Context: an optimization exercise on an open-source flow, tuned for small area, a short achievable clock period and few clock cycles per item. The choices shown serve that exercise and are no tape-out recipe.
At most, simulation tests tie the RTL to the original design; equivalence was not proved.
Power is estimated from default activity; no workload was simulated.

==> inputs of try-yarrow <==
## integer_to_radix_text
module integer_to_radix_text (
  input  wire logic        clk,
  input  wire logic        rst,
  input  wire logic        in_valid,
  output logic             in_ready,
  input  wire logic [63:0] value,
  input  wire logic [7:0]  radix,
  input  wire logic        signed_mode,
  input  wire logic [7:0]  min_digits,
  output logic             out_valid,
  input  wire logic        out_ready,
  output logic [63:0]      text_chunk,
  output logic [3:0]       chunk_bytes,
  output logic             last_chunk
);
  localparam int NC = irt_pkg::NCELL;
  localparam int NO = irt_pkg::NODD;
  localparam logic [2:0] C_IDLE = 3'd0;
  localparam logic [2:0] C_S1   = 3'd1;
  localparam logic [2:0] C_S2   = 3'd2;
  localparam logic [2:0] C_S3   = 3'd3;
  localparam logic [2:0] C_WAIT = 3'd4;
  localparam logic [2:0] C_DD   = 3'd5;
  logic [2:0]  cst;
  logic [63:0] v;           
  logic        negc;        
  logic        odd;         
  logic [5:0]  aw [7];      
  logic [6:0]  kr;          
  logic [5:0]  m1;          
  logic [6:0]  c1;          
  logic [5:0]  msb0;        
  logic        nz0;         
  logic        onesz;       
  logic        isz;         
  logic [1:0]  jcap;        
  logic [2:0]  acc;         
  logic [1:0]  pn;          
  logic [12:0] mx, my;      
  logic [5:0]  lowb;        
  logic [6:0]  np1;         
  logic [2:0]  pp;          
  logic [3:0]  q8;          
  logic [6:0]  ecell;       
  logic [8:0]  e_hin;       
  logic [7:0]  e_lo;        
  logic [6:0]  ptr;         
  logic [6:0]  lr;          
  logic [1:0]  pr;          
  ...
clock: 5.0 ns
lec_check: 0
cap_margin: 20
core_margin: 2
core_utilization: 40
setup_slack_margin: 1.4
slew_margin: 20
run.sh (not shown) runs the stock make flow with config.mk's settings and CLKGATE_MAP_FILE= SYNTH_SCRIPT=/design/flow/synth_recipe.tcl, a recipe that flattens the netlist after the stock synthesis.
==> try-quartz: changes against try-yarrow <==
--- a/flow/design.v
+++ b/flow/design.v
@@ -27,59 +27,41 @@
   function automatic logic [7:0] digit_char(input logic [5:0] d);
     logic ge10, ge25;
     logic [3:0] lo;
     ge10 = d[5] | d[4] | (d[3] & (d[2] | d[1]));
     ge25 = d[5] | (d[4] & d[3] & (d[2] | d[1] | d[0]));
     lo   = d[3:0] + (ge10 ? 4'd7 : 4'd0);
     digit_char = {1'b0, ge10, 1'b1, !ge10 | ge25, lo};
   endfunction
-  function automatic logic [5:0] la_add(input logic [5:0] a, input logic [5:0] b,
-                                        input logic ci, input int w);
-    logic [5:0] g, p, c, s;
-    logic       t, term;
-    g = a & b;
-    p = a | b;
-    for (int k = 0; k < 6; k++) begin
-      t = ci;
-      for (int j = 0; j < k; j++) t = t & p[j];
-      for (int j = 0; j < k; j++) begin
-        term = g[j];
-        for (int i = j + 1; i < k; i++) term = term & p[i];
-        t = t | term;
-      end
-      c[k] = t;
-    end
-    s = a ^ b ^ c;
-    for (int k = 0; k < 6; k++) if (k >= w) s[k] = 1'b0;
-    la_add = s;
-  endfunction
   function automatic logic [6:0] msb_index(input logic [63:0] x);
     logic [7:0] nz;
-    logic [2:0] hi, lo;
-    logic [7:0] blk;
-    for (int b = 0; b < 8; b++) nz[b] = |x[b*8 +: 8];
+    logic [2:0] lo [8];
+    logic [2:0] hi;
+    for (int b = 0; b < 8; b++) begin
+      nz[b] = |x[b*8 +: 8];
+      lo[b] = 3'd0;
+      for (int i = 1; i < 8; i++) if (x[b*8 + i]) lo[b] = 3'(i);
+    end
     hi = 3'd0;
     for (int b = 1; b < 8; b++) if (nz[b]) hi = 3'(b);
-    blk = x[hi*8 +: 8];
-    lo = 3'd0;
-    for (int b = 1; b < 8; b++) if (blk[b]) lo = 3'(b);
-    msb_index = {|nz, hi, lo};
+    msb_index = {|nz, hi, lo[hi]};
   endfunction
   function automatic logic [5:0] low_bit(input logic [63:0] x);
     logic [7:0] nz;
-    logic [2:0] hi, lo;
-    logic [7:0] blk;
-    for (int b = 0; b < 8; b++) nz[b] = |x[b*8 +: 8];
+    logic [2:0] lo [8];
+    logic [2:0] hi;
+    for (int b = 0; b < 8; b++) begin
+      nz[b] = |x[b*8 +: 8];
+      lo[b] = 3'd7;
+      for (int i = 6; i >= 0; i--) if (x[b*8 + i]) lo[b] = 3'(i);
+    end
     hi = 3'd7;
     for (int b = 6; b >= 0; b--) if (nz[b]) hi = 3'(b);
-    blk = x[hi*8 +: 8];
-    lo = 3'd7;
-    for (int b = 6; b >= 0; b--) if (blk[b]) lo = 3'(b);
-    low_bit = {hi, lo};
+    low_bit = {hi, lo[hi]};
   endfunction
   function automatic logic [25:0] csa_np(input logic [6:0] a, input logic [6:0] k,
                                          input logic nz, input logic cr);
     logic t1, t2, t3, t4, t5, t6, t7, t8, t9, t10, t11, t12, t13, t14, t15, t16, t17, t18, t19, t20, t21, t22, t23, t24, t25, t26, t27, t28, t29, t30, t31, t32, t33, t34, t35, t36, t37, t38, t39, t40, t41, t42, t43, t44, t45, t46, t47, t48, t49, t50, t51, t52, t53, t54, t55, t56, t57, t58, t59, t60, t61, t62, t63, t64, t65, t66, t67, t68, t69, t70, t71, t72, t73, t74, t75, t76, t77, t78, t79, t80, t81, t82, t83, t84, t85, t86, t87, t88, t89, t90, t91, t92, t93, t94, t95, t96, t97, t98, t99, t100, t101, t102, t103, t104, t105, t106, t107, t108, t109, t110, t111, t112, t113, t114, t115, t116, t117, t118, t119, t120, t121, t122, t123, t124, t125, t126, t127, t128, t129, t130, t131, t132, t133, t134, t135, t136, t137, t138, t139, t140, t141, t142, t143, t144, t145, t146, t147, t148, t149, t150, t151, t152, t153, t154, t155, t156, t157, t158, t159, t160, t161, t162, t163, t164, t165, t166, t167;
     logic [12:0] x, y;
     t1 = a[0] & k[0];
     t2 = a[0] & k[1];
     t3 = a[0] & k[2];
@@ -311,17 +293,18 @@
   logic        isz;         
   logic [1:0]  jcap;        
   logic [2:0]  acc;         
   logic [1:0]  pn;          
   logic [12:0] mx, my;      
   logic [5:0]  lowb;        
   logic [6:0]  np1;         
   logic [2:0]  pp;          
-  logic [3:0]  q8;          
+  logic        padr;        
+  logic [5:0]  hu;          
   logic [6:0]  ecell;       
   logic [8:0]  e_hin;       
   logic [7:0]  e_lo;        
   logic [6:0]  ptr;         
   logic [6:0]  lr;          
   logic [1:0]  pr;          
   logic [6:0]  fidx;        
   logic        ptr_nz;      
@@ -361,27 +344,42 @@
   logic        neg_in;
   logic [5:0]  lowb_c;
   logic        onesz_c;
   logic [5:0]  hu_c;
   logic        padded;
   logic        lo_wrap;
   logic [6:0]  e_c;
   logic [2:0]  pp_c;
+  logic [7:0]  nlo_oh, clo_oh, eoh_lo;
+  logic [8:0]  nhi_oh, eoh_hi;
+  logic        hi_up;
   always_comb begin
     vin     = value ^ {64{neg_in}};
     lowb_c  = irt_pkg::low_bit(value);
     msb0_c  = irt_pkg::msb_index(vin);
     onesz_c = neg_in && !(|(vin[63:1] & ~vin[62:0]));
     hu_c    = 6'((7'(rad_in) + 7'd1) >> 1);
     padded  = ({1'b0, m1} > np1);
     lo_wrap = (c1[2:0] < np1[2:0]);
     if (padded) e_c = {np1[6:3] + {3'd0, lo_wrap}, c1[2:0]};
     else        e_c = np1 + {6'd0, negc};
     pp_c = padded ? 3'(c1[2:0] - np1[2:0]) : {2'd0, negc};
+    for (int b = 0; b < 8; b++) begin
+      nlo_oh[b] = (np1[2:0] == 3'(b));
+      clo_oh[b] = (c1[2:0] == 3'(b));
+    end
+    for (int b = 0; b < 9; b++) nhi_oh[b] = (np1[6:3] == 4'(b));
+    for (int b = 0; b < 8; b++) begin
+      eoh_lo[b] = padded ? clo_oh[b] : (negc ? nlo_oh[(b+7) % 8] : nlo_oh[b]);
+    end
+    hi_up = padded ? lo_wrap : (negc && nlo_oh[7]);
+    for (int b = 0; b < 9; b++) begin
+      eoh_hi[b] = hi_up ? ((b == 0) ? 1'b0 : nhi_oh[(b+8) % 9]) : nhi_oh[b];
+    end
   end
   logic        load_o;      
   logic        last_ld;     
   logic        pop;
   logic        cells_free;
   logic [4:0]  sumh  [NC];
   logic        cin   [NC];
   logic        cout  [NC];
@@ -438,42 +436,42 @@
   end
   logic        dd_start;
   logic [8:0]  eh_n;
   logic [7:0]  el_n;
   logic        inj_n [NC];
   logic        prew  [NC];
   logic [2:0]  acc_n;
   logic        nbit_n;
+  logic        nbit_c;
   always_comb begin
     dd_start = (cst_n == C_DD) && (cst != C_DD);
-    for (int b = 0; b < 9; b++) eh_n[b] = (cst == C_S3) ? (e_c[6:3] == 4'(b)) : e_hin[b];
-    for (int b = 0; b < 8; b++) el_n[b] = (cst == C_S3) ? (e_c[2:0] == 3'(b)) : e_lo[b];
+    for (int b = 0; b < 9; b++) eh_n[b] = (cst == C_S3) ? eoh_hi[b] : e_hin[b];
+    for (int b = 0; b < 8; b++) el_n[b] = (cst == C_S3) ? eoh_lo[b] : e_lo[b];
     for (int i = 0; i < NC; i++) begin
       inj_n[i] = eh_n[i/8] && el_n[i%8] && (ptr_n != 7'd0) && (cst_n == C_DD);
       prew[i]  = eh_n[i/8] && el_n[i%8] && dd_start;
     end
     acc_n = take ? {acc[1:0], nbit} : acc;
-    if (cst == C_S1)                          nbit_n = (p_c != 2'd0) ? sbit : lone;
-    else if (take || ((cst == C_DD) && ptr_nz)) nbit_n = fbit;
-    else                                      nbit_n = nbit;
+    nbit_c = (take || ((cst == C_DD) && ptr_nz)) ? fbit : nbit;
+    nbit_n = (cst == C_S1) ? ((p_c != 2'd0) ? sbit : lone) : nbit_c;
   end
   always_ff @(posedge clk) begin
     for (int i = 0; i < NC; i++) begin
       if ((cst == C_DD) && stepc[i]) begin
         dcell[i] <= dnext[i] & 6'((1 << irt_pkg::cell_w(i)) - 1);
       end else if (prew[i]) begin
         dcell[i] <= {3'd0, acc_n} & 6'((1 << irt_pkg::cell_w(i)) - 1);
       end else if (pop) begin
         dcell[i] <= ((i + 8 < NC) && !((i < 2) && last_ld)) ?
                     (dcell[(i+8) % NC] & 6'((1 << irt_pkg::cell_w(i)) - 1)) : 6'd0;
       end
     end
     for (int i = 1; i <= NO; i++) begin
-      creg[i] <= odd && (((cst == C_DD) && stepc[i] && cout[i]) || (inj_n[i-1] && nbit_n));
+      creg[i] <= odd && (((cst == C_DD) && stepc[i] && cout[i]) || (inj_n[i-1] && nbit_c));
     end
     creg[0] <= 1'b0;
   end
   logic [6:0] ptr_n;
   logic [6:0] blen_c;
   logic       lbig, lone;
   logic [1:0] lsm1;
   logic [1:0] p_c;
@@ -527,50 +525,52 @@
     if (cst == C_S3) act_n = e_c;
     else if ((cst == C_DD) && (ptr <= 7'd1)) act_n = act - 7'd1;
     pp_n  = (cst == C_S3) ? pp_c : pp;
     odd_n = odd;
   end
   always_ff @(posedge clk) begin
     cst       <= cst_n;
     dd_done_q <= (cst_n == C_IDLE) ||
-                 ((cst_n == C_DD) && (ptr_n <= 7'd1) && (!odd_n || (act_n == {4'd0, pp_n})));
+                 ((cst_n == C_DD) && (ptr_n <= 7'd1) &&
+                  (!odd_n || ((cst == C_S3) ? (np1 == 7'd0) : (act_n == {4'd0, pp}))));
   end
   always_ff @(posedge clk) begin
     if (accept) begin
       v     <= vin;
       negc  <= neg_in;
       odd   <= rad_in[0];
-      for (int w = 2; w <= 6; w++) begin
-        aw[w] <= (hu_c <= 6'(1 << (w - 1))) ? 6'(6'(1 << (w - 1)) - hu_c) : 6'd0;
-      end
+      hu    <= hu_c;
       kr    <= irt_pkg::max_digits(rad_in);
       jcap  <= (rad_in >= 6'd8) ? 2'd3 : ((rad_in >= 6'd4) ? 2'd2 : 2'd1);
       msb0  <= msb0_c[5:0];
       nz0   <= msb0_c[6];
       onesz <= onesz_c;
       lowb  <= lowb_c;
       m1    <= 6'(mdig_in - 7'd1);
       c1    <= mdig_in - 7'd1 + {6'd0, neg_in};
     end
     case (cst)
       C_S1: begin
+        for (int w = 2; w <= 6; w++) begin
+          aw[w] <= (hu <= 6'(1 << (w - 1))) ? 6'(6'(1 << (w - 1)) - hu) : 6'd0;
+        end
         isz           <= !nz0 && !onesz;
         lr            <= blen_c;
         pr            <= p_c;
         {mx, my}      <= irt_pkg::csa_np({1'b0, msb0}, kr, nz0, onesz);
       end
       C_S2: begin
         np1 <= isz ? 7'd0 : irt_pkg::add_hi(mx, my);
       end
       C_S3: begin
         ecell <= e_c;
         pp    <= pp_c;
-        q8    <= padded ? (c1[6:3] - e_c[6:3]) : 4'd0;
-        for (int b = 0; b < 8; b++) e_lo[b] <= (e_c[2:0] == 3'(b));
+        padr  <= padded;
+        e_lo  <= eoh_lo;
       end
       C_DD: begin
       end
       default: begin
       end
     endcase
     act   <= act_n;
     aw[0] <= 6'd0;
@@ -585,17 +585,17 @@
       fidx <= fidx - 7'd1;
     end
     if (take) begin
       acc <= acc_n;
       pn  <= pn - 2'd1;
     end
     ptr_nz <= (ptr_n != 7'd0);
     for (int b = 0; b < 9; b++) begin
-      e_hin[b] <= ((cst == C_S3) ? (e_c[6:3] == 4'(b)) : e_hin[b]) && (ptr_n != 7'd0);
+      e_hin[b] <= eh_n[b] && (ptr_n != 7'd0);
     end
   end
   logic [63:0] chunk_c;
   logic [3:0]  bytes_c;
   logic [6:0]  rem_c;       
   assign load_o  = busy_e && !fix_e && (!out_valid || out_ready);
   assign rem_c   = last_e - 7'(sk_e);
   assign last_ld = (q8_e == 4'd0) && (rem_c <= 7'd7);
@@ -633,17 +633,17 @@
         out_valid <= 1'b1;
       end else if (out_ready) begin
         out_valid <= 1'b0;
       end
       if ((cst == C_DD) && dd_done) begin
         busy_e  <= 1'b1;
         neg_e   <= negc;
         first_e <= 1'b1;
-        q8_e    <= q8;
+        q8_e    <= padr ? (c1[6:3] - ecell[6:3]) : 4'd0;
         last_e  <= ecell;
         fix_e   <= 1'b1;
         pp_e    <= pp;
         al1_e   <= (np1 > 7'(m1));
         al2_e   <= (np1 > 7'(m1) + 7'd1);
       end else if (fix_e) begin
         fix_e   <= 1'b0;
         sk_e    <= sk_c;
CORE_UTILIZATION = 60   (was 40)
CTS_CLUSTER_DIAMETER = 60   (was unset)
CTS_CLUSTER_SIZE = 30   (was unset)
PLACE_DENSITY = 0.72   (was unset)
SETUP_SLACK_MARGIN = 1.6   (was 1.4)
==> summary of the runs <==
Between try-quartz and try-yarrow, the lower cell count is in try-quartz (gap about 3.5%, measured against try-yarrow). Synthesized cell count: try-quartz is higher than try-yarrow (6.3%). Clock skew: try-quartz is higher than try-yarrow (0.015 ns). Worst setup slack: try-yarrow is lower than try-quartz (0.16 ns). Between try-yarrow and try-quartz, the lower combinational power is in try-quartz (gap about 45%, measured against try-quartz). Of try-quartz and try-yarrow, try-quartz has the higher hold slack (gap 0.012 ns). In try-quartz the sequential share of layout area is higher than in try-yarrow, by 0.27 points.
Testbench counts of try-quartz, summed over its fixed seeds: cycles 7,796, items 384.
No functional check of the RTL was part of try-yarrow.

## what the ideal ports hide
No port has a modelled driver above. Below, the same layouts with a new extraction and two added sets of constraints.
Step 1, drivers: a clkbuf_16 drives clk and a buf_2 each remaining input, both assumed.
Step 2 moves the port delays by t, midway between the first and last clock arrival at a register: inputs arrive t later, outputs are due t later. That takes back most of the time a late clock gives input paths.
a / b / c = no drivers / after step 1 / after step 2; a / b = the first two.
run | t (ns) | setup WS [ns] | hold WS [ns]
try-yarrow | 0.703 | 1.437 / 1.437 / 0.834 | 0.498 / 0.498 / 0.498
try-quartz | 0.708 | 1.593 / 1.593 / 0.953 | 0.510 / 0.510 / 0.510
After both steps every run listed still meets setup and hold. For try-quartz, which loses most, drivers alone change the setup slack by 0.000 ns; drivers and shift together by -0.640 ns.
